Context: an optimization exercise on an open-source flow, tuned for small area. The choices shown serve that exercise and are no tape-out recipe. In this exercise RTL edits were held to simulation tests only and were not proved equivalent to the original. Power is estimated from default activity; no workload was simulated.

==> flow/design.v (excerpt) <==
module store_issue_top (
  input  logic                        clk,
  input  logic                        rst,
  input  logic                        bus_hold,
  input  logic                        miss_hold,
  input  logic                        miss_pause,
  input  logic                        insert_data,
  input  logic                        req0_en,
  input  store_issue_pkg::line_addr_t req0_line,
  input  store_issue_pkg::offset_t    req0_offset,
  input  store_issue_pkg::size_t      req0_size,
  input  store_issue_pkg::data_t      req0_data,
  input  logic                        req1_en,
  input  store_issue_pkg::line_addr_t req1_line,
  input  store_issue_pkg::offset_t    req1_offset,
  input  store_issue_pkg::size_t      req1_size,
  input  store_issue_pkg::data_t      req1_data,
  output logic                        busy,
  output logic                        st0_en,
  output store_issue_pkg::line_addr_t st0_line,
  output store_issue_pkg::bank_t      st0_bank_begin,
  output store_issue_pkg::bank_t      st0_bank_end,
  output store_issue_pkg::ben_t       st0_ben_begin,
  output store_issue_pkg::ben_t       st0_ben_end,
  output store_issue_pkg::data_t      st0_data,
  output logic                        st1_en,
  output store_issue_pkg::line_addr_t st1_line,
  output store_issue_pkg::bank_t      st1_bank_begin,
  output store_issue_pkg::bank_t      st1_bank_end,
  output store_issue_pkg::ben_t       st1_ben_begin,
  output store_issue_pkg::ben_t       st1_ben_end,
  output store_issue_pkg::data_t      st1_data
);
  logic conflict;
  logic keep1;
  logic keep1_n;
  store_issue_pkg::offset_t last0;
  store_issue_pkg::offset_t last1;
  store_span span0 (
    .offset (req0_offset),
  ...
Size: ~20,000 um^2 of cells after synthesis.
export LEC_CHECK = 0
export CAP_MARGIN = 20
export CORE_MARGIN = 2
export CORE_UTILIZATION = 55
export SLEW_MARGIN = 20
export SYNTH_HIERARCHICAL = 1
create_clock -name core_clock -period 8.0 [get_ports {clk}]
standard.sh (not shown) runs the stock make flow with config.mk's settings and CLKGATE_MAP_FILE= SYNTH_SCRIPT=/design/flow/synth_recipe.tcl, a recipe that flattens the netlist after the stock synthesis.
==> flow/flow/run.sh <==
#!/bin/bash
# Standard ORFS layout with two changes: port buffers use the smallest buffer
# cell, and clock tree synthesis adds no dummy loads.
set -euo pipefail
bash standard.sh \
  "BUFFER_PORTS_ARGS=-buffer_cell sky130_fd_sc_hd__buf_1" \
  "CTS_ARGS=-sink_clustering_enable -repair_clock_nets -dont_use_dummy_load -buf_list sky130_fd_sc_hd__clkbuf_4" \
  finish > flow_make.log 2>&1
The baseline failed in I/O pin placement (3_2_place_iop).
Then changed:
--- a/flow/flow/run.sh
+++ b/flow/flow/run.sh
@@ -7 +7 @@
-  "CTS_ARGS=-sink_clustering_enable -repair_clock_nets -dont_use_dummy_load -buf_list sky130_fd_sc_hd__clkbuf_4" \
+  "CTS_ARGS=-sink_clustering_enable -repair_clock_nets -dont_use_dummy_load -buf_list sky130_fd_sc_hd__clkbuf_8 -sink_clustering_size 20 -sink_clustering_max_diameter 60" \
CORE_UTILIZATION = 35   (was 55)
Result: This time the run passed the timing, DRC and antenna checks; synthesized area stays the same; synthesized cell count does not change.
Then changed:
--- a/flow/flow/run.sh
+++ b/flow/flow/run.sh
@@ -7 +7 @@
-  "CTS_ARGS=-sink_clustering_enable -repair_clock_nets -dont_use_dummy_load -buf_list sky130_fd_sc_hd__clkbuf_8 -sink_clustering_size 20 -sink_clustering_max_diameter 60" \
+  "CTS_ARGS=-sink_clustering_enable -repair_clock_nets -dont_use_dummy_load -buf_list sky130_fd_sc_hd__clkbuf_4 -sink_clustering_size 14 -sink_clustering_max_diameter 30" \
Die area stays the same.
Register-to-register slack is better by 50 ps.
Sequential share of layout area goes down by 0.24 points.
Non-clock buffer count stays the same.
Global-route usage rises by 0.24 points.
Via count rises by 0.81%.
Utilization grows by 0.28 points.
Final cell count rises by about 1.5%.
Setup slack degrades by 170 ps.
Synthesized cell count does not change.
Combinational power hardly moves.
Then changed:
--- a/flow/flow/run.sh
+++ b/flow/flow/run.sh
@@ -7 +7 @@
-  "CTS_ARGS=-sink_clustering_enable -repair_clock_nets -dont_use_dummy_load -buf_list sky130_fd_sc_hd__clkbuf_4 -sink_clustering_size 14 -sink_clustering_max_diameter 30" \
+  "CTS_ARGS=-sink_clustering_enable -repair_clock_nets -dont_use_dummy_load -buf_list sky130_fd_sc_hd__clkbuf_4 -sink_clustering_size 10 -sink_clustering_max_diameter 40" \
PLACE_DENSITY = 0.75   (was not set)
Result: Routed wire length is lower by 8.7%; worst hold slack gets better by 7.9 ps; combinational power is about the same; die area is unchanged; clock skew is higher by 22 ps.
Then changed:
--- a/flow/flow/run.sh
+++ b/flow/flow/run.sh
@@ -7 +7 @@
-  "CTS_ARGS=-sink_clustering_enable -repair_clock_nets -dont_use_dummy_load -buf_list sky130_fd_sc_hd__clkbuf_4 -sink_clustering_size 10 -sink_clustering_max_diameter 40" \
+  "CTS_ARGS=-sink_clustering_enable -repair_clock_nets -dont_use_dummy_load -buf_list sky130_fd_sc_hd__clkbuf_4" \
PLACE_DENSITY = not set   (was 0.75)
After rerunning:
- critical path depth is unchanged
- cell area went up by 1.5%
- setup slack loses 190 ps
- total power went up by 7.1%
- sequential share of layout area went down by 0.48 points
- routed wire length went up by 10%
- core utilization went up by 0.55 points
- global-route usage went up by 3.2 points
- count of clock-buffer cells in the layout went up by 36

Setup of garnet:
The RTL this note starts from:
==> flow/design.v <==
package store_issue_pkg;
  localparam int line_bytes = 128;
  localparam int bank_bytes = 4;
  localparam int bank_count = line_bytes / bank_bytes;
  localparam int lane_bytes = 16;
  localparam int line_addr_w = 30;
  localparam int offset_w = $clog2(line_bytes);
  localparam int bank_w = $clog2(bank_count);
  localparam int size_w = 3;
  localparam int max_size_code = 4;
  typedef logic [line_addr_w-1:0] line_addr_t;
  typedef logic [offset_w-1:0] offset_t;
  typedef logic [size_w-1:0] size_t;
  typedef logic [bank_w-1:0] bank_t;
  typedef logic [bank_bytes-1:0] ben_t;
  typedef logic [lane_bytes*8-1:0] data_t;
  typedef logic [line_bytes-1:0] byte_mask_t;
endpackage
`timescale 1ns/1ps
module store_overlap_check (
  input  store_issue_pkg::line_addr_t req0_line,
  input  store_issue_pkg::offset_t    req0_offset,
  input  store_issue_pkg::offset_t    req0_last,
  input  store_issue_pkg::line_addr_t req1_line,
  input  store_issue_pkg::offset_t    req1_offset,
  input  store_issue_pkg::offset_t    req1_last,
  output logic                        conflict
);
  assign conflict = (req0_line == req1_line) &&
                    (req0_offset <= req1_last) && (req1_offset <= req0_last);
endmodule
`timescale 1ns/1ps
module byte_enable_gen (
  input  store_issue_pkg::offset_t offset,
  input  store_issue_pkg::offset_t last,
  output store_issue_pkg::ben_t    ben_begin,
  output store_issue_pkg::ben_t    ben_end
);
  localparam int byte_sel_w = $clog2(store_issue_pkg::bank_bytes);
  logic [byte_sel_w-1:0] first_byte;
  logic [byte_sel_w-1:0] last_byte;
  logic                  one_bank;
  assign first_byte = offset[byte_sel_w-1:0];
  assign last_byte = last[byte_sel_w-1:0];
  assign one_bank = (offset[store_issue_pkg::offset_w-1:byte_sel_w] ==
                     last[store_issue_pkg::offset_w-1:byte_sel_w]);
  always_comb begin
    for (int j = 0; j < store_issue_pkg::bank_bytes; j++) begin
      ben_begin[j] = (j >= first_byte) && (!one_bank || (j <= last_byte));
      ben_end[j] = (j <= last_byte) && (!one_bank || (j >= first_byte));
    end
  end
endmodule
`timescale 1ns/1ps
module rotate_stage_n #(
  parameter int bytes = 1
) (
  input  logic                   sel,
  input  logic                   sel_n,
  input  store_issue_pkg::data_t d,
  output store_issue_pkg::data_t q_n
);
  assign q_n = ~(({d[127-8*bytes:0], d[127:128-8*bytes]} & {128{sel}}) |
                 (d & {128{sel_n}}));
endmodule
module rotate_stage_p #(
  parameter int bytes = 1
) (
  input  logic                   sel,
  input  logic                   sel_n,
  input  store_issue_pkg::data_t d_n,
  output store_issue_pkg::data_t q
);
  assign q = ~(({d_n[127-8*bytes:0], d_n[127:128-8*bytes]} | {128{sel_n}}) &
               (d_n | {128{sel}}));
endmodule
module store_data_align (
  input  logic [3:0]             shift,
  input  logic [3:0]             shift_n,
  input  store_issue_pkg::data_t data_in,
  output store_issue_pkg::data_t data_out
);
  store_issue_pkg::data_t rot1_n;
  store_issue_pkg::data_t rot2;
  store_issue_pkg::data_t rot3_n;
  rotate_stage_n #(.bytes(1)) stage1 (.sel(shift[0]), .sel_n(shift_n[0]), .d(data_in), .q_n(rot1_n));
  rotate_stage_p #(.bytes(2)) stage2 (.sel(shift[1]), .sel_n(shift_n[1]), .d_n(rot1_n), .q(rot2));
  rotate_stage_n #(.bytes(4)) stage3 (.sel(shift[2]), .sel_n(shift_n[2]), .d(rot2), .q_n(rot3_n));
  rotate_stage_p #(.bytes(8)) stage4 (.sel(shift[3]), .sel_n(shift_n[3]), .d_n(rot3_n), .q(data_out));
endmodule
`timescale 1ns/1ps
module store_lane #(
  parameter bit held = 1'b1
) (
  input  logic                        clk,
  input  logic                        load,
  input  store_issue_pkg::line_addr_t line_in,
  input  store_issue_pkg::offset_t    offset_in,
  input  store_issue_pkg::offset_t    last_in,
  input  store_issue_pkg::data_t      data_in,
  output store_issue_pkg::line_addr_t line,
  output store_issue_pkg::bank_t      bank_begin,
  output store_issue_pkg::bank_t      bank_end,
  output store_issue_pkg::ben_t       ben_begin,
  output store_issue_pkg::ben_t       ben_end,
  output store_issue_pkg::data_t      data
);
  store_issue_pkg::offset_t offset_q;
  store_issue_pkg::offset_t last_q;
  logic [3:0]               shift_n_q;
  store_issue_pkg::data_t   data_q;
  always_ff @(posedge clk) begin
    if (load || !held) begin
      line <= line_in;
      offset_q <= offset_in;
      last_q <= last_in;
      shift_n_q <= ~offset_in[3:0];
      data_q <= data_in;
    end
  end
  assign bank_begin = offset_q[6:2];
  assign bank_end = last_q[6:2];
  byte_enable_gen ben_gen (
    .offset    (offset_q),
    .last      (last_q),
    .ben_begin (ben_begin),
    .ben_end   (ben_end)
  );
  store_data_align data_align (
    .shift    (offset_q[3:0]),
    .shift_n  (shift_n_q),
    .data_in  (data_q),
    .data_out (data)
  );
endmodule
`timescale 1ns/1ps
module store_issue_ctrl (
  input  logic clk,
  input  logic rst,
  input  logic bus_hold,
  input  logic miss_hold,
  input  logic miss_pause,
  input  logic insert_data,
  input  logic req0_en,
  input  logic req1_en,
  input  logic conflict,
  output logic load1,
  output logic st0_en,
  output logic st1_en,
  output logic busy
);
  logic hold;
  logic accept;
  logic take0;
  logic take1;
  logic split;
  logic pending;
  assign hold = bus_hold | miss_hold | miss_pause | insert_data;
  assign accept = !pending && !hold;
  assign take0 = accept && req0_en;
  assign take1 = accept && req1_en;
  assign split = take0 && take1 && conflict;
  always_ff @(posedge clk) begin
    if (rst) begin
      st0_en <= 1'b0;
      st1_en <= 1'b0;
      pending <= 1'b0;
    end else begin
      st0_en <= take0;
      st1_en <= (take1 && !split) || (pending && !hold);
      pending <= split || (pending && hold);
    end
  end
  assign load1 = !pending;
  assign busy = pending;
endmodule
`timescale 1ns/1ps
module store_issue_top (
  input  logic                        clk,
  input  logic                        rst,
  input  logic                        bus_hold,
  input  logic                        miss_hold,
  input  logic                        miss_pause,
  input  logic                        insert_data,
  input  logic                        req0_en,
  input  store_issue_pkg::line_addr_t req0_line,
  input  store_issue_pkg::offset_t    req0_offset,
  input  store_issue_pkg::size_t      req0_size,
  input  store_issue_pkg::data_t      req0_data,
  input  logic                        req1_en,
  input  store_issue_pkg::line_addr_t req1_line,
  input  store_issue_pkg::offset_t    req1_offset,
  input  store_issue_pkg::size_t      req1_size,
  input  store_issue_pkg::data_t      req1_data,
  output logic                        busy,
  output logic                        st0_en,
  output store_issue_pkg::line_addr_t st0_line,
  output store_issue_pkg::bank_t      st0_bank_begin,
  output store_issue_pkg::bank_t      st0_bank_end,
  output store_issue_pkg::ben_t       st0_ben_begin,
  output store_issue_pkg::ben_t       st0_ben_end,
  output store_issue_pkg::data_t      st0_data,
  output logic                        st1_en,
  output store_issue_pkg::line_addr_t st1_line,
  output store_issue_pkg::bank_t      st1_bank_begin,
  output store_issue_pkg::bank_t      st1_bank_end,
  output store_issue_pkg::ben_t       st1_ben_begin,
  output store_issue_pkg::ben_t       st1_ben_end,
  output store_issue_pkg::data_t      st1_data
);
  logic conflict;
  logic load1;
  store_issue_pkg::offset_t last0;
  store_issue_pkg::offset_t last1;
  function automatic store_issue_pkg::offset_t last_byte(store_issue_pkg::offset_t offset,
                                                         store_issue_pkg::size_t size);
    last_byte = offset + store_issue_pkg::offset_t'((5'd1 << size[2:0]) - 5'd1);
  endfunction
  assign last0 = last_byte(req0_offset, req0_size);
  assign last1 = last_byte(req1_offset, req1_size);
  store_overlap_check overlap (
    .req0_line   (req0_line),
    .req0_offset (req0_offset),
    .req0_last   (last0),
    .req1_line   (req1_line),
    .req1_offset (req1_offset),
    .req1_last   (last1),
    .conflict    (conflict)
  );
  store_issue_ctrl ctrl (
    .clk         (clk),
    .rst         (rst),
    .bus_hold    (bus_hold),
    .miss_hold   (miss_hold),
    .miss_pause  (miss_pause),
    .insert_data (insert_data),
    .req0_en     (req0_en),
    .req1_en     (req1_en),
    .conflict    (conflict),
    .load1       (load1),
    .st0_en      (st0_en),
    .st1_en      (st1_en),
    .busy        (busy)
  );
  store_lane #(.held(1'b0)) lane0 (
    .clk        (clk),
    .load       (1'b1),
    .line_in    (req0_line),
    .offset_in  (req0_offset),
    .last_in    (last0),
    .data_in    (req0_data),
    .line       (st0_line),
    .bank_begin (st0_bank_begin),
    .bank_end   (st0_bank_end),
    .ben_begin  (st0_ben_begin),
    .ben_end    (st0_ben_end),
    .data       (st0_data)
  );
  store_lane #(.held(1'b1)) lane1 (
    .clk        (clk),
    .load       (load1),
    .line_in    (req1_line),
    .offset_in  (req1_offset),
    .last_in    (last1),
    .data_in    (req1_data),
    .line       (st1_line),
    .bank_begin (st1_bank_begin),
    .bank_end   (st1_bank_end),
    .ben_begin  (st1_ben_begin),
    .ben_end    (st1_ben_end),
    .data       (st1_data)
  );
endmodule
clock: 8.0 ns
lec_check: 0
cap_margin: 20
core_margin: 2
core_utilization: 20
slew_margin: 20
synth_hierarchical: 1
==> flow/flow/run.sh <==
#!/bin/bash
# Standard ORFS layout with two changes: port buffers use the smallest buffer
# cell, and clock tree synthesis adds no dummy loads.
set -euo pipefail
bash standard.sh \
  "BUFFER_PORTS_ARGS=-buffer_cell sky130_fd_sc_hd__buf_1" \
  "CTS_ARGS=-sink_clustering_enable -repair_clock_nets -dont_use_dummy_load -buf_list sky130_fd_sc_hd__clkbuf_8" \
  finish > flow_make.log 2>&1
garnet: no failed stages, no open violations at the end
--- input diff garnet..willow ---
==> flow/flow/run.sh <==
#!/bin/bash
# Standard ORFS layout with two changes: port buffers use the smallest buffer
# cell, and clock tree synthesis adds no dummy loads.
set -euo pipefail
bash standard.sh \
  "BUFFER_PORTS_ARGS=-buffer_cell sky130_fd_sc_hd__buf_1" \
  "CTS_ARGS=-sink_clustering_enable -repair_clock_nets -dont_use_dummy_load" \
  finish > flow_make.log 2>&1
[summary]
- Compared with garnet, in willow proportion of power drawn by combinational gates now smaller, worst hold slack rose by 0.0088 ns, upper clock frequency limit now sits at about the same level.
- Both conditions hold for willow: the flow ran to the end and the final layout passed the timing, DRC and antenna checks.
- Row area growth from synthesis to layout: willow higher / garnet lower
For sierra, these inputs were changed with respect to willow:
==> flow/flow/run.sh <==
#!/bin/bash
# Standard ORFS layout with two changes: port buffers use the smallest buffer
# cell, and clock tree synthesis adds no dummy loads.
set -euo pipefail
bash standard.sh \
  "BUFFER_PORTS_ARGS=-buffer_cell sky130_fd_sc_hd__buf_1" \
  "CTS_ARGS=-sink_clustering_enable -repair_clock_nets -dont_use_dummy_load -buf_list sky130_fd_sc_hd__clkbuf_4" \
  finish > flow_make.log 2>&1
## What came out
willow has higher final cell area excluding filler cells than sierra.
When the final numbers for willow and sierra were put side by side, the clock network power share turned out to be smaller in sierra.
Compared with willow, sierra degrades post-layout worst setup margin.
Relative to willow, normalized max-slew margin has decreased by 0.65 points in sierra.
Setup changes, sierra to lagoon
==> flow/run.sh (new file) <==
#!/bin/bash
# synth_recipe.tcl (not shown) runs the flow's synth.tcl, then flattens the netlist and writes it again
# the make line also repeats each setting of config.mk as NAME=value (left out here)
make -C /OpenROAD-flow-scripts/flow DESIGN_CONFIG=/design/flow/config.mk WORK_HOME=/design/flow/orfs CLKGATE_MAP_FILE= SYNTH_SCRIPT=/design/flow/synth_recipe.tcl finish
removed: flow/flow/run.sh
removed: flow/standard.sh
==> run notes <==
Compared with sierra, highest fanout seen on the critical path in lagoon decreased by more than a quarter. Compared with sierra, final weighted congestion in routability-driven placement in lagoon increased by a few percent. Comparing sierra and lagoon, the lower share of total power in sequential cells was measured on lagoon. Per the comparison of lagoon with sierra, final cell count without fillers shows a reduction of about 0.6%, routed wire length climbed about 0.9%, share of cell area taken by flip-flops and latches went down 7.0 points, number of setup violations in the final report ~0 delta, buffers inserted during post-CTS setup optimization essentially unchanged. Of sierra and lagoon, sierra shows the higher ratio of routed vias to standard cells, with lagoon below it. clock as the top contributor to total power was reported by lagoon, and sequential cells by sierra.

what the ideal ports hide:
The results above use ideal ports. As a check the final layouts listed here were re-extracted and re-timed, cells and wires unchanged. Step 1 (the two cells are an assumption about what drives the block):
set clk [get_ports {clk}]
set_driving_cell -lib_cell sky130_fd_sc_hd__clkbuf_16 $clk
set_driving_cell -lib_cell sky130_fd_sc_hd__buf_2 [delete_from_list [all_inputs] $clk]
Step 2, shift: input delay + t, output delay - t, t = (earliest + latest rising clock arrival at the registers) / 2. This alone moves slack from input paths to output paths. Slacks: ideal ports / drivers / drivers and shift; pairs: ideal ports / drivers.
run | t (ns) | slack for setup (ns) | hold WS [ns] | cell pins on the clock port's net
the second run of note 1 | 0.654 | 1.929 / 1.867 / 2.521 | 0.472 / 0.472 / 0.472 | 1
the third run of note 1 | 0.847 | 1.761 / 1.702 / 2.548 | 0.465 / 0.465 / 0.465 | 1
the fourth run of note 1 | 0.887 | 1.842 / 1.780 / 2.581 | 0.473 / 0.473 / 0.473 | 1
the fifth run of note 1 | 0.860 | 1.654 / 1.595 / 2.455 | 0.467 / 0.467 / 0.467 | 1
garnet | 0.717 | 2.724 / 2.667 / 2.489 | 0.642 / 0.642 / 0.642 | 1
willow | 0.647 | 2.725 / 2.663 / 2.520 | 0.651 / 0.651 / 0.651 | 1
sierra | 0.937 | 2.512 / 2.452 / 2.471 | 0.631 / 0.631 / 0.631 | 1
lagoon | 0.675 | 2.264 / 2.205 / 2.192 | 0.628 / 0.628 / 0.628 | 1
After both steps every run listed still meets setup and hold. The setup slack of garnet, which loses most, moves by -0.057 ns with the drivers and by -0.235 ns with both steps.
